Context: an optimization exercise on an open-source flow, tuned for small area, a short achievable clock period and few clock cycles. The choices shown serve that exercise and are no tape-out recipe.
The RTL was checked by simulation tests, not by an equivalence proof against the original design.
Power is estimated from default activity; no workload was simulated.

==> flow/design.v <==
`timescale 1ns / 1ps
package mexp_pkg;
	localparam int unsigned FIELD_BITS = 32;
endpackage
`timescale 1ns / 1ps
module mexp_unit #(
	parameter int W = 32
) (
	input  logic [W-1:0] r_i,
	input  logic [W-1:0] p_i,
	input  logic [W-1:0] m_i,
	output logic [W-1:0] y_o
);
	localparam int X = W + 3;
	logic [X-1:0] r2, p, nm1, nm2;
	logic [X-1:0] s1, c1, s2, c2;
	logic [X-1:0] t, x1, x2;
	assign r2  = {2'b00, r_i, 1'b0};
	assign p   = {3'b000, p_i};
	assign nm1 = ~{3'b000, m_i};
	assign nm2 = ~{2'b00, m_i, 1'b0};
	assign s1 = r2 ^ p ^ nm1;
	assign c1 = {((r2 & p) | (r2 & nm1) | (p & nm1)), 1'b1};
	assign s2 = r2 ^ p ^ nm2;
	assign c2 = {((r2 & p) | (r2 & nm2) | (p & nm2)), 1'b1};
	assign t  = r2 + p;
	assign x1 = s1 + c1;
	assign x2 = s2 + c2;
	always_comb begin
		if (!x2[X-1]) begin
			y_o = x2[W-1:0];
		end else if (!x1[X-1]) begin
			y_o = x1[W-1:0];
		end else begin
			y_o = t[W-1:0];
		end
	end
endmodule
`timescale 1ns / 1ps
module modular_exponentiation #(
	parameter int OPERAND_BITS = 32
) (
	input  logic        clk,
	input  logic        arst_n,
	input  logic        s_tvalid,
	output logic        s_tready,
	input  logic [95:0] s_tdata,
	output logic        m_tvalid,
	input  logic        m_tready,
	output logic [31:0] m_tdata,
	output logic        m_tuser
);
	localparam int W = OPERAND_BITS;
	typedef enum logic [2:0] {
		S_IDLE = 3'd0,
		S_CHK  = 3'd1,
		S_SKIP = 3'd2,
		S_RUN  = 3'd3,
		S_FRST = 3'd6,
		S_DONE = 3'd4,
		S_OUT  = 3'd5
	} seq_state_t;
	seq_state_t   state_q;
	logic [W-1:0] mod_q;
	logic [W-1:0] acc_q;
	logic [W-1:0] r_q;
	logic [W-1:0] p_q;
	logic         sq_q;
	logic [4:0]   cnt_q;
	logic [4:0]   eidx_q;
	logic         err_q;
	logic         spec_q;
	logic         init_q;
	logic [W-1:0] mul;
	logic [W-1:0] in_b;
	logic [W-1:0] in_e;
	logic [W-1:0] step;
	logic         ebit;
	logic         last;
	assign in_b = s_tdata[31:0];
	assign in_e = s_tdata[63:32];
	assign ebit = in_e[eidx_q];
	assign last = (cnt_q == 5'd0);
	mexp_unit #(
		.W(W)
	) u_unit (
		.r_i  (r_q),
		.p_i  (p_q),
		.m_i  (mod_q),
		.y_o  (step)
	);
	always_ff @(posedge clk) begin
		mod_q <= s_tdata[95:64];
	end
	always_ff @(posedge clk or negedge arst_n) begin
		if (!arst_n) begin
			state_q <= S_IDLE;
		end else begin
			unique case (state_q)
				S_IDLE: begin
					if (s_tvalid) begin
						state_q <= S_CHK;
					end
				end
				S_CHK: begin
					if (mod_q == '0 || in_e == '0) begin
						state_q <= S_DONE;
					end else begin
						state_q <= S_SKIP;
					end
				end
				S_SKIP: begin
					if (ebit) begin
						state_q <= S_FRST;
					end
				end
				S_FRST: begin
					state_q <= S_RUN;
				end
				S_RUN: begin
					if (last) begin
						if (!(sq_q && ebit) && eidx_q == 5'd0) begin
							state_q <= S_DONE;
						end else begin
							state_q <= S_FRST;
						end
					end
				end
				S_DONE: begin
					state_q <= S_OUT;
				end
				S_OUT: begin
					if (m_tready) begin
						state_q <= s_tvalid ? S_CHK : S_IDLE;
					end
				end
				default: begin
					state_q <= S_IDLE;
				end
			endcase
		end
	end
	assign mul = init_q ? W'(1) : acc_q;
	always_ff @(posedge clk) begin
		p_q <= (sq_q ? acc_q[cnt_q - 5'd1] : in_b[cnt_q - 5'd1]) ? mul : '0;
	end
	always_ff @(posedge clk) begin
		if (state_q == S_RUN) begin
			r_q <= step;
		end else if (state_q == S_FRST && (sq_q ? acc_q[W-1] : in_b[W-1])) begin
			r_q <= mul;
		end else begin
			r_q <= '0;
		end
	end
	always_ff @(posedge clk) begin
		unique case (state_q)
			S_CHK: begin
				err_q  <= (mod_q == '0);
				spec_q <= (mod_q == '0) || (in_e == '0);
				eidx_q <= 5'd31;
			end
			S_SKIP: begin
				sq_q   <= 1'b0;
				init_q <= 1'b1;
				cnt_q <= 5'd31;
				if (!ebit) begin
					eidx_q <= eidx_q - 5'd1;
				end
			end
			S_FRST: begin
				cnt_q <= cnt_q - 5'd1;
			end
			S_RUN: begin
				cnt_q <= cnt_q - 5'd1;
				if (last) begin
					acc_q  <= step;
					init_q <= 1'b0;
					if (sq_q && ebit) begin
						sq_q  <= 1'b0;
					end else begin
						sq_q   <= 1'b1;
						eidx_q <= eidx_q - 5'd1;
					end
				end
			end
			default: begin
			end
		endcase
	end
	assign s_tready = (state_q == S_DONE);
	assign m_tvalid = (state_q == S_OUT);
	assign m_tdata  = spec_q ? {{(W - 1){1'b0}}, !err_q} : acc_q;
	assign m_tuser  = err_q;
endmodule
make LEC_CHECK=0 CAP_MARGIN=20 CORE_MARGIN=2 CORE_UTILIZATION=40 SETUP_SLACK_MARGIN=2.5 SLEW_MARGIN=20 TNS_END_PERCENT=100 finish   # period 7.0 ns
run.sh (not shown) runs the stock make flow with config.mk's settings and CLKGATE_MAP_FILE= SYNTH_SCRIPT=/design/flow/synth_recipe.tcl, a recipe that flattens the netlist after the stock synthesis.
Testbench counts at the start, summed over its fixed seeds: cycles 282,571.
Then changed:
--- a/flow/design.v
+++ b/flow/design.v
@@ -69,9 +69,6 @@
 	logic [4:0]   cnt_q;
 	logic [4:0]   eidx_q;
 	logic         err_q;
-	logic         spec_q;
-	logic         init_q;
-	logic [W-1:0] mul;
 	logic [W-1:0] in_b;
 	logic [W-1:0] in_e;
 	logic [W-1:0] step;
@@ -140,15 +137,14 @@
 			endcase
 		end
 	end
-	assign mul = init_q ? W'(1) : acc_q;
 	always_ff @(posedge clk) begin
-		p_q <= (sq_q ? acc_q[cnt_q - 5'd1] : in_b[cnt_q - 5'd1]) ? mul : '0;
+		p_q <= (sq_q ? acc_q[cnt_q - 5'd1] : in_b[cnt_q - 5'd1]) ? acc_q : '0;
 	end
 	always_ff @(posedge clk) begin
 		if (state_q == S_RUN) begin
 			r_q <= step;
 		end else if (state_q == S_FRST && (sq_q ? acc_q[W-1] : in_b[W-1])) begin
-			r_q <= mul;
+			r_q <= acc_q;
 		end else begin
 			r_q <= '0;
 		end
@@ -157,12 +153,11 @@
 		unique case (state_q)
 			S_CHK: begin
 				err_q  <= (mod_q == '0);
-				spec_q <= (mod_q == '0) || (in_e == '0);
+				acc_q  <= (mod_q == '0) ? W'(0) : W'(1);
 				eidx_q <= 5'd31;
 			end
 			S_SKIP: begin
-				sq_q   <= 1'b0;
-				init_q <= 1'b1;
+				sq_q  <= 1'b0;
 				cnt_q <= 5'd31;
 				if (!ebit) begin
 					eidx_q <= eidx_q - 5'd1;
@@ -174,8 +169,7 @@
 			S_RUN: begin
 				cnt_q <= cnt_q - 5'd1;
 				if (last) begin
-					acc_q  <= step;
-					init_q <= 1'b0;
+					acc_q <= step;
 					if (sq_q && ebit) begin
 						sq_q  <= 1'b0;
 					end else begin
@@ -190,6 +184,6 @@
 	end
 	assign s_tready = (state_q == S_DONE);
 	assign m_tvalid = (state_q == S_OUT);
-	assign m_tdata  = spec_q ? {{(W - 1){1'b0}}, !err_q} : acc_q;
+	assign m_tdata  = acc_q;
 	assign m_tuser  = err_q;
 endmodule
What happened: Worst hold slack improves by 0.034 ns; non-clock buffer count grows by 2; cell area grows by 1.5%; count of clock-buffer cells in the layout grows by 3; global-route usage grows by 1.6 points; power grows by 4.1%; worst setup slack degrades by 0.049 ns; via count grows by 10%; sequential cell count shrinks by 2; synthesized cell count grows by 4.4%.
Testbench counts after the change, summed over its fixed seeds: cycles 282,571.

==> port drivers added, routing unchanged <==
No port has a modelled driver above. Below, the same layouts with a new extraction and two added sets of constraints. Step 1 (the two cells are an assumption about what drives the block):
set clk [get_ports {clk}]
set_driving_cell -lib_cell sky130_fd_sc_hd__clkbuf_16 $clk
set_driving_cell -lib_cell sky130_fd_sc_hd__buf_2 [delete_from_list [all_inputs] $clk]
Step 2, shift: input delay + t, output delay - t, t = (earliest + latest rising clock arrival at the registers) / 2. This alone moves slack from input paths to output paths. a / b / c = no drivers / after step 1 / after step 2; a / b = the first two.
run | shift t [ns] | setup WS [ns] | clock arrival spread, ns | slew at the worst register clock pin (ns)
the first run | 0.508 | 2.710 / 2.710 / 2.710 | 0.015 / 0.015 | 0.08 / 0.08
the second run | 0.489 | 2.662 / 2.662 / 2.558 | 0.015 / 0.015 | 0.07 / 0.07
After both steps every run listed still meets setup and hold. The setup slack of the second run, which loses most, moves by 0.000 ns with the drivers and by -0.104 ns with both steps.
